From an optimization exercise on the open Yosys and OpenROAD flow, aimed at small area; shortcuts taken in it are not production practice.
Where RTL was checked, it was by simulation tests only, not by an equivalence proof against the original.

==> inputs of 03-18 <==
// ww_top
module ww_top (
	input logic clk,
	input logic reset,
	input logic psel,
	input logic penable,
	input logic pwrite,
	input logic [7:0] paddr,
	input logic [15:0] pwdata,
	output logic [15:0] prdata,
	output logic pready,
	output logic pslverr
);
Settings: LEC_CHECK=0, CAP_MARGIN=20, CORE_MARGIN=2, CORE_UTILIZATION=40, SLEW_MARGIN=20; clock period 9.0 ns.
standard.sh (not shown) runs the stock make flow with config.mk's settings and CLKGATE_MAP_FILE= SYNTH_SCRIPT=/design/flow/synth_recipe.tcl, a recipe that flattens the netlist after the stock synthesis.
==> flow/flow/run.sh <==
#!/bin/bash
# Layout flow: the standard ORFS flow (standard.sh) with these changes:
#  - ORFS's scripts are copied to ./scripts and its ABC mapping script
#    (abc_speed.script) is replaced by flow/abc.script, an area-oriented
#    mapping; everything else in synthesis (registers, flattening, renaming
#    via synth_recipe.tcl) is unchanged;
#  - port buffers use the smallest buffer cell instead of the default choice;
#  - clock tree synthesis clusters sinks into smaller groups driven by
#    clkbuf_8 cells and inserts no dummy loads.
# make's full output goes to flow_make.log here; ORFS's per-step logs are
# under orfs/logs/.
set -euo pipefail
rm -rf scripts
cp -r "$FLOW_HOME/scripts" scripts
cp flow/abc.script scripts/abc_speed.script
CTS="-sink_clustering_enable -repair_clock_nets -dont_use_dummy_load"
CTS="$CTS -buf_list sky130_fd_sc_hd__clkbuf_8"
CTS="$CTS -sink_clustering_size 20 -sink_clustering_max_diameter 50"
bash standard.sh \
	"SCRIPTS_DIR=$PWD/scripts" \
	"BUFFER_PORTS_ARGS=-buffer_cell sky130_fd_sc_hd__buf_1" \
	"CTS_ARGS=$CTS" \
	finish > flow_make.log 2>&1
==> flow/flow/abc.script <==
strash
&get -n
&fraig -x
&put
dc2
strash
dch -f
amap
==> inputs of 01-14, as changes to 03-18 <==
--- a/flow/design.v
+++ b/flow/design.v
@@ -10,23 +10,20 @@
 	input logic reset,
 	input logic [4:0] sel,	 
 	input logic we,	 
 	input logic [1:0] wd,
 	input logic last,	 
-	input logic pol,	 
 	output logic [1:0] rd	 
 );
 	logic [63:0] heads;
 	logic [4:0] valid;
-	logic [1:0] wdp;
 	logic rd_ok;
-	assign wdp = wd ^ {2{pol}};
 	for (genvar w = 0; w < 5; w++) begin : g_ff
 		logic [15:0] q;
 		logic v;
 		always_ff @(posedge clk) begin
-			q <= {~((we && sel == 5'(w)) ? wdp : q[1:0]), q[15:2]};
+			q <= {(we && sel == 5'(w)) ? wd : q[1:0], q[15:2]};
 		end
 		always_ff @(posedge clk or negedge reset) begin
 			if (!reset) begin
 				v <= 1'b0;
 			end else if (we && sel == 5'(w) && last) begin
@@ -37,16 +34,16 @@
 		assign valid[w] = v;
 	end
 	for (genvar w = 5; w < 32; w++) begin : g_tg
 		logic [15:0] q;
 		always_ff @(posedge clk) begin
-			q <= {~((we && reset && sel == 5'(w)) ? wdp : q[1:0]), q[15:2]};
+			q <= {(we && reset && sel == 5'(w)) ? wd : q[1:0], q[15:2]};
 		end
 		assign heads[2*w +: 2] = q[1:0];
 	end
 	assign rd_ok = (sel >= 5'd5) || valid[sel[2:0]];
-	assign rd = (heads[2*sel +: 2] ^ {2{pol}}) & {2{rd_ok}};
+	assign rd = heads[2*sel +: 2] & {2{rd_ok}};
 endmodule
 `timescale 1ns/1ps
 module ww_top (
 	input logic clk,
 	input logic reset,
@@ -63,14 +60,14 @@
 	localparam logic [2:0] S_ALIGN = 3'd1;	 
 	localparam logic [2:0] S_FETCH = 3'd2;
 	localparam logic [2:0] S_EXEC = 3'd3;
 	localparam logic [2:0] S_CLEAN = 3'd4;	 
 	localparam logic [2:0] S_PAD = 3'd5;	 
-	logic [3:0] phi;	 
-	logic [3:0] phi_n;
+	logic [2:0] phi;	 
+	logic [2:0] phi_n;
 	logic [2:0] state;
-	logic [2:0] pad_phi;
+	logic [2:0] pad_phi;	 
 	logic running;
 	logic alarm;
 	logic [10:0] pc;
 	logic [10:0] ctrl;	 
 	logic [15:0] ir;	 
@@ -81,24 +78,24 @@
 	logic pinc;	 
 	logic acsign;	 
 	logic car;
 	logic icar;
 	logic ones;
-	logic [3:0] cnt;	 
+	logic busy;	 
 	logic fetch;
 	logic exec;
 	logic last;
 	logic first;
-	assign phi_n = phi + 4'd1;
+	assign phi_n = phi + 3'd1;
 	always_ff @(posedge clk) begin
 		phi <= phi_n;
 	end
 	assign running = state != S_IDLE;
 	assign fetch = state == S_FETCH;
 	assign exec = state == S_EXEC;
-	assign first = phi[2:0] == 3'd0;
-	assign last = phi[2:0] == 3'd7;
+	assign first = phi == 3'd0;
+	assign last = phi == 3'd7;
 	logic access;
 	logic is_mem;
 	logic is_ctrl;
 	logic is_stat;
 	logic is_ac;
@@ -106,31 +103,30 @@
 	logic is_ro;
 	logic err;
 	logic need_wait;
 	logic stream;
 	logic start;
+	logic done;
+	logic stop;
 	assign access = psel && penable;
 	assign is_mem = paddr[7] && (paddr[1:0] == 2'b00);
 	assign is_ctrl = paddr == 8'h00;
 	assign is_stat = paddr == 8'h04;
 	assign is_ac = paddr == 8'h08;
 	assign is_pc = paddr == 8'h0C;
 	assign is_ro = is_stat || is_ac || is_pc;
 	assign err = !(is_mem || is_ctrl || is_ro) ||
 		(pwrite && is_ro) ||
 		(pwrite && running && (is_ctrl || is_mem));
-	assign need_wait = !running && !err && (is_mem || (is_ac && !pwrite));
-	assign pready = !need_wait || cnt[3];
+	assign need_wait = !running && !err && (is_mem || (is_ac && !pwrite) || (is_ctrl && pwrite));
+	assign done = busy && (phi == pad_phi);
+	assign pready = !need_wait || done;
 	assign pslverr = access && err;
 	assign stream = access && need_wait;
-	assign start = access && pwrite && !err && is_ctrl;
+	assign start = stream && pwrite && is_ctrl && done;
 	always_ff @(posedge clk) begin
-		if (access) begin
-			cnt <= cnt + {3'b0, !cnt[3]};
-		end else begin
-			cnt <= '0;
-		end
+		busy <= access;
 	end
 	always_comb begin
 		if (paddr[7]) begin
 			prdata = ir;
 		end else begin
@@ -154,31 +150,30 @@
 	assign maddr = fetch ? pc : ir[10:0];
 	assign in_range = !running || (maddr[10:5] == 6'h3f);
 	assign sel = running ? maddr[4:0] : paddr[6:2];
 	assign rd = in_range ? head : 2'b00;
 	assign m_we = exec && !ir[15] && in_range && (ir[4:0] < 5'd5);
-	assign m_wd[0] = (ir[11] && phi[2:0] >= 3'd6) ? rd[0] : ach[0];
-	assign m_wd[1] = (ir[11] && phi[2:0] >= 3'd5) ? rd[1] : ach[1];
-	assign mem_we = m_we || (stream && pwrite);
-	assign wd = running ? m_wd : pwdata[2*phi[2:0] +: 2];
+	assign m_wd[0] = (ir[11] && phi >= 3'd6) ? rd[0] : ach[0];
+	assign m_wd[1] = (ir[11] && phi >= 3'd5) ? rd[1] : ach[1];
+	assign mem_we = m_we || (stream && pwrite && paddr[7]);
+	assign wd = running ? m_wd : pwdata[2*phi +: 2];
 	ww_storage u_storage (
 		.clk(clk),
 		.reset(reset),
 		.sel(sel),
 		.we(mem_we),
 		.wd(wd),
 		.last(last),
-		.pol(phi[3]),
 		.rd(head)
 	);
 	logic ir_cap;
 	logic [1:0] ir_src;
-	assign ir_cap = fetch || (stream && !pwrite);
-	assign ir_src = (!running && !paddr[7]) ? ach : rd;
+	assign ir_cap = fetch || (stream && !(pwrite && paddr[7]));
+	assign ir_src = (running || paddr[7]) ? rd : (pwrite ? wd : ach);
 	for (genvar d = 0; d < 8; d++) begin : g_ir
 		always_ff @(posedge clk) begin
-			if (ir_cap && phi[2:0] == 3'(d)) begin
+			if (ir_cap && phi == 3'(d)) begin
 				ir[2*d +: 2] <= ir_src;
 			end
 		end
 	end
 	logic [4:0] opf;
@@ -198,11 +193,11 @@
 	logic arith;
 	logic is_add;
 	logic res15;
 	logic ovf;
 	logic [1:0] ac_in;
-	assign ach = (ac[1:0] ^ {2{phi[3]}}) & {2{acv}};
+	assign ach = ac[1:0] & {2{acv}};
 	assign norm = fetch || (state == S_CLEAN);
 	assign ic = first ? pinc : icar;
 	assign ac_t[0] = ach[0] ^ ic;
 	assign ac_t[1] = ach[1] ^ (ach[0] & ic);
 	assign ic_n = ach[1] & ach[0] & ic;
@@ -216,20 +211,20 @@
 		if (exec && arith) begin
 			ac_in = is_add ? s[1:0] : b;
 		end else if (norm) begin
 			ac_in = ac_t;
 		end else begin
-			ac_in = ac[1:0] ^ {2{phi[3]}};
+			ac_in = ac[1:0];
 		end
 	end
 	always_ff @(posedge clk) begin
 		car <= s[2];
 		icar <= ic_n;
 		ones <= (first || ones) && s[0] && s[1];
 	end
 	always_ff @(posedge clk) begin
-		ac <= {~(ac_in ^ {2{phi[3]}}), ac[15:2]};	 
+		ac <= {ac_in, ac[15:2]};
 	end
 	always_ff @(posedge clk or negedge reset) begin
 		if (!reset) begin
 			acv <= 1'b0;
 			pinc <= 1'b0;
@@ -244,19 +239,20 @@
 			if (last && exec && arith) begin
 				acsign <= is_add ? res15 : b[1];
 			end
 		end
 	end
+	assign stop = (state == S_PAD) && (phi == pad_phi);
 	always_ff @(posedge clk) begin
+		if (start || stop || (!running && !access)) begin
+			pad_phi <= phi_n;
+		end
 		if (start) begin
-			pad_phi <= phi_n[2:0];
 			ctrl <= pwdata[10:0];
 		end
-		if (start) begin
-			pc <= pwdata[10:0];
-		end else if (fetch && last) begin
-			pc <= f_jump ? ir[10:0] : pc + 11'd1;
+		if (start || (fetch && last)) begin
+			pc <= (start || f_jump) ? ir[10:0] : pc + 11'd1;
 		end
 	end
 	always_ff @(posedge clk or negedge reset) begin
 		if (!reset) begin
 			state <= S_IDLE;
@@ -295,11 +291,11 @@
 					if (last) begin
 						state <= S_PAD;
 					end
 				end
 				default: begin
-					if (phi[2:0] == pad_phi) begin
+					if (stop) begin
 						state <= S_IDLE;
 					end
 				end
 			endcase
 		end
--- a/flow/config.mk
+++ b/flow/config.mk
@@ -5,7 +5,7 @@
 export SDC_FILE = /design/flow/constraint.sdc
 export NUM_CORES = 4
 export LEC_CHECK = 0
 export CAP_MARGIN = 20
 export CORE_MARGIN = 2
-export CORE_UTILIZATION = 40
+export CORE_UTILIZATION = 65
 export SLEW_MARGIN = 20
==> inputs of 07-12, as changes to 03-18 <==
==> flow/design.v (replaced) <==
package ww_pkg;
	localparam int WORD_W = 16;
	localparam int ADDR_W = 11;
	localparam int MEM_WORDS = 32;
	localparam int FF_WORDS = 5;	 
endpackage
`timescale 1ns/1ps
module ww_storage (
	input logic clk,
	input logic reset,
	input logic [4:0] sel,	 
	input logic we,	 
	input logic [1:0] wd,
	input logic last,	 
	output logic [1:0] rd	 
);
	logic [63:0] heads;
	logic [4:0] valid;
	logic rd_ok;
	for (genvar w = 0; w < 5; w++) begin : g_ff
		logic [15:0] q;
		logic v;
		always_ff @(posedge clk) begin
			q <= {(we && sel == 5'(w)) ? wd : q[1:0], q[15:2]};
		end
		always_ff @(posedge clk or negedge reset) begin
			if (!reset) begin
				v <= 1'b0;
			end else if (we && sel == 5'(w) && last) begin
				v <= 1'b1;
			end
		end
		assign heads[2*w +: 2] = q[1:0];
		assign valid[w] = v;
	end
	for (genvar w = 5; w < 32; w++) begin : g_tg
		logic [15:0] q;
		always_ff @(posedge clk) begin
			q <= {(we && reset && sel == 5'(w)) ? wd : q[1:0], q[15:2]};
		end
		assign heads[2*w +: 2] = q[1:0];
	end
	assign rd_ok = (sel >= 5'd5) || valid[sel[2:0]];
	assign rd = heads[2*sel +: 2] & {2{rd_ok}};
endmodule
`timescale 1ns/1ps
module ww_top (
	input logic clk,
	input logic reset,
	input logic psel,
	input logic penable,
	input logic pwrite,
	input logic [7:0] paddr,
	input logic [15:0] pwdata,
	output logic [15:0] prdata,
	output logic pready,
	output logic pslverr
);
	localparam logic [2:0] S_IDLE = 3'b000;
	localparam logic [2:0] S_IDLE_A = 3'b001;	 
	localparam logic [2:0] S_ALIGN = 3'b010;	 
	localparam logic [2:0] S_PAD = 3'b011;	 
	localparam logic [2:0] S_FETCH = 3'b100;
	localparam logic [2:0] S_EXEC = 3'b101;
	localparam logic [2:0] S_CLEAN = 3'b110;	 
	localparam logic [2:0] S_PAD_A = 3'b111;	 
	logic [2:0] phi;	 
	logic [2:0] phi_n;
	logic [2:0] state;
	logic [2:0] pad_phi;	 
	logic running;
	logic alarm;
	logic [10:0] pc;
	logic [10:0] ctrl;	 
	logic [15:0] ir;	 
	logic [15:0] ac;	 
	logic [1:0] ach;	 
	logic started;	 
	logic car;
	logic ones;
	logic busy;	 
	logic fetch;
	logic exec;
	logic last;
	logic first;
	assign phi_n = phi + 3'd1;
	always_ff @(posedge clk) begin
		phi <= phi_n;
	end
	assign running = state[2:1] != 2'b00;
	assign alarm = !running && state[0];	 
	assign fetch = state == S_FETCH;
	assign exec = state == S_EXEC;
	assign first = phi == 3'd0;
	assign last = phi == 3'd7;
	logic access;
	logic is_mem;
	logic is_ctrl;
	logic is_stat;
	logic is_ac;
	logic is_pc;
	logic is_ro;
	logic err;
	logic need_wait;
	logic stream;
	logic start;
	logic done;
	logic stop;
	assign access = psel && penable;
	assign is_mem = paddr[7] && (paddr[1:0] == 2'b00);
	assign is_ctrl = paddr == 8'h00;
	assign is_stat = paddr == 8'h04;
	assign is_ac = paddr == 8'h08;
	assign is_pc = paddr == 8'h0C;
	assign is_ro = is_stat || is_ac || is_pc;
	assign err = !(is_mem || is_ctrl || is_ro) ||
		(pwrite && is_ro) ||
		(pwrite && running && (is_ctrl || is_mem));
	assign need_wait = !running && !err && (is_mem || (is_ac && !pwrite) || (is_ctrl && pwrite));
	assign done = busy && (phi == pad_phi);
	assign pready = !need_wait || done;
	assign pslverr = access && err;
	assign stream = access && need_wait;
	assign start = stream && pwrite && is_ctrl && done;
	always_ff @(posedge clk) begin
		busy <= access;
	end
	always_comb begin
		if (paddr[7]) begin
			prdata = ir;
		end else begin
			case (paddr[3:2])
				2'd0: prdata = {5'b0, ctrl & {11{started || running}}};
				2'd1: prdata = {14'b0, alarm, running};
				2'd2: prdata = ir;
				default: prdata = {5'b0, pc & {11{started}}};
			endcase
		end
	end
	logic [10:0] maddr;
	logic in_range;
	logic [4:0] sel;
	logic [1:0] head;
	logic [1:0] rd;
	logic mem_we;
	logic [1:0] wd;
	logic m_we;
	logic [1:0] m_wd;
	assign maddr = fetch ? pc : ir[10:0];
	assign in_range = !running || (fetch ? (&pc[10:5]) : (&ir[10:5]));
	assign sel = running ? maddr[4:0] : paddr[6:2];
	assign rd = in_range ? head : 2'b00;
	assign m_we = exec && !ir[15] && in_range && (ir[4:0] < 5'd5);
	assign m_wd[0] = (ir[11] && phi >= 3'd6) ? rd[0] : ach[0];
	assign m_wd[1] = (ir[11] && phi >= 3'd5) ? rd[1] : ach[1];
	assign mem_we = m_we || (stream && pwrite && paddr[7]);
	assign wd = running ? m_wd : pwdata[2*phi +: 2];
	ww_storage u_storage (
		.clk(clk),
		.reset(reset),
		.sel(sel),
		.we(mem_we),
		.wd(wd),
		.last(last),
		.rd(head)
	);
	logic ir_cap;
	logic [1:0] ir_src;
	assign ir_cap = fetch || (stream && !(pwrite && paddr[7]));
	assign ir_src = (running || paddr[7]) ? rd : (pwrite ? wd : ach);
	for (genvar d = 0; d < 8; d++) begin : g_ir
		always_ff @(posedge clk) begin
			if (ir_cap && phi == 3'(d)) begin
				ir[2*d +: 2] <= ir_src;
			end
		end
	end
	logic [4:0] opf;
	logic f_exec;
	logic f_jump;
	logic f_go;
	assign opf = {rd, ir[13:11]};
	assign f_exec = (opf[4:2] == 3'b100) || (opf[4:1] == 4'b0100);
	assign f_jump = (opf[4:1] == 4'b0111) && (opf[0] || ac_t[1]);
	assign f_go = f_exec || (opf[4:1] == 4'b0111);
	logic norm;
	logic ic;
	logic [1:0] ac_t;
	logic ic_n;
	logic [1:0] b;
	logic [2:0] s;
	logic arith;
	logic is_add;
	logic res15;
	logic ovf;
	logic [1:0] ac_in;
	assign ach = ac[1:0] & {2{started}};
	assign norm = fetch || (state == S_CLEAN);
	assign ic = car;
	assign ac_t[0] = ach[0] ^ ic;
	assign ac_t[1] = ach[1] ^ (ach[0] & ic);
	assign ic_n = ach[1] & ach[0] & ic;
	assign arith = ir[15];
	assign is_add = ir[12];
	assign b = rd ^ {2{ir[11]}};	 
	assign s = {1'b0, ach} + {1'b0, b} + {2'b0, !first && car};	 
	assign res15 = s[1] ^ (s[2] && ones && s[0]);
	assign ovf = (ach[1] == b[1]) && (res15 != ach[1]);
	always_comb begin
		if (exec && arith) begin
			ac_in = is_add ? s[1:0] : b;
		end else if (norm) begin
			ac_in = ac_t;
		end else begin
			ac_in = ac[1:0];
		end
	end
	always_ff @(posedge clk) begin
		if (norm) begin
			car <= ic_n;	 
		end else if (exec && arith && is_add) begin
			car <= s[2];
		end else begin
			car <= 1'b0;
		end
		ones <= (first || ones) && s[0] && s[1];
	end
	always_ff @(posedge clk) begin
		ac <= {ac_in, ac[15:2]};
	end
	assign stop = ((state == S_PAD) || (state == S_PAD_A)) && (phi == pad_phi);
	always_ff @(posedge clk) begin
		if (start || stop || (!running && !access)) begin
			pad_phi <= phi_n;
		end
		if (start) begin
			ctrl <= pwdata[10:0];
		end
		if (start || (fetch && last)) begin
			pc <= (start || f_jump) ? ir[10:0] : pc + 11'd1;
		end
	end
	always_ff @(posedge clk or negedge reset) begin
		if (!reset) begin
			state <= S_IDLE;
			started <= 1'b0;
		end else begin
			case (state)
				S_IDLE, S_IDLE_A: begin
					if (start) begin
						state <= S_ALIGN;
					end
				end
				S_ALIGN: begin
					if (last) begin
						state <= S_FETCH;
					end
				end
				S_FETCH: begin
					if (last) begin
						started <= 1'b1;
						state <= f_exec ? S_EXEC : (f_go ? S_FETCH : S_PAD);
					end
				end
				S_EXEC: begin
					if (last) begin
						if (arith && is_add && ovf) begin
							state <= S_CLEAN;
						end else begin
							state <= S_FETCH;
						end
					end
				end
				S_CLEAN: begin
					if (last) begin
						state <= S_PAD_A;
					end
				end
				default: begin
					if (stop) begin
						state <= {2'b00, state[2]};	 
					end
				end
			endcase
		end
	end
endmodule
==> flow/flow/abc.script (replaced) <==
strash
&get -n
&fraig -x
&put
dc2
strash
dch -f
amap -F 4 -A 10 -E 0.01
--- a/flow/config.mk
+++ b/flow/config.mk
@@ -5,7 +5,7 @@
 export SDC_FILE = /design/flow/constraint.sdc
 export NUM_CORES = 4
 export LEC_CHECK = 0
 export CAP_MARGIN = 20
 export CORE_MARGIN = 2
-export CORE_UTILIZATION = 40
+export CORE_UTILIZATION = 72
 export SLEW_MARGIN = 20
==> run notes <==
item                                                                          03-18            07-12            01-14
Result of the run                                                    finished clean   finished clean   finished clean
Overall die height                                                         200.5 um         148.1 um         157.4 um
Area share of fa/ha/maj cells after synthesis                                1.475%           1.021%           1.326%
Top achievable clock speed                                                144.4 MHz        158.3 MHz        157.6 MHz
Share of synthesized area occupied by flip-flops and latches                 79.97%           81.27%           80.24%
Share of synthesized cell area in and, or, nand and nor gates                6.419%           6.572%           8.356%
Multi-input gate share of the layout cell area                               16.19%           16.10%           16.79%
Average vias per placed instance                                              4.823            5.766            5.237
Destination of the worst register-to-register timing path      state[2]$_DFFE_PN0P_  pc[8]$_DFFE_PP_  pc[5]$_DFFE_PP_
Avg Cell Area, Syn                                                        13.26 um2        13.53 um2        13.01 um2
Core occupancy in the finished layout                                        44.80%           79.06%           70.64%
Initial Utilization                                                          40.80%           73.63%           65.72%
Number of cell rows                                                              71               52               56
Top layer reached by signal wires                                              met4             met4             met5
Length in cells of the worst reg-to-reg path                                     26               17               22
Slew Limit Headroom                                                          30.50%           32.88%           25.75%
Kind of critical path                                                    reg -> reg        in -> reg        in -> reg
Global routing usage on met2                                                 20.66%           47.13%           33.31%
Mapped Cells                                                                   1164             1105             1175
For 03-18, only the layout was checked, not whether the RTL still works.

## afterwards: timing with drivers on the ports
No port has a modelled driver above. Below, the same layouts with a new extraction and two added sets of constraints. Step 1, drivers: a clkbuf_16 drives clk and a buf_2 each remaining input, both assumed. Step 2 adds t to the input delays and takes it off the output delays; t is the mean of the earliest and latest rising clock arrival at the registers after step 1. Input paths then give back, and output paths get back, about the clock's delay inside the block. Three values: no drivers, after step 1, after step 2; two values: the first two.
| run | t, ns | setup WS [ns] | clock arrival spread, ns | cell pins on the clock port's net |
|---|---|---|---|---|
| 03-18 | 0.611 | 2.075 / 2.075 / 1.945 | 0.100 / 0.100 | 1 |
| 01-14 | 0.576 | 2.654 / 2.657 / 2.081 | 0.066 / 0.066 | 1 |
| 07-12 | 0.593 | 2.683 / 2.708 / 2.115 | 0.116 / 0.117 | 1 |
After both steps every run listed still meets setup and hold. The setup slack of 01-14, which loses most, moves by +0.003 ns with the drivers and by -0.573 ns with both steps.
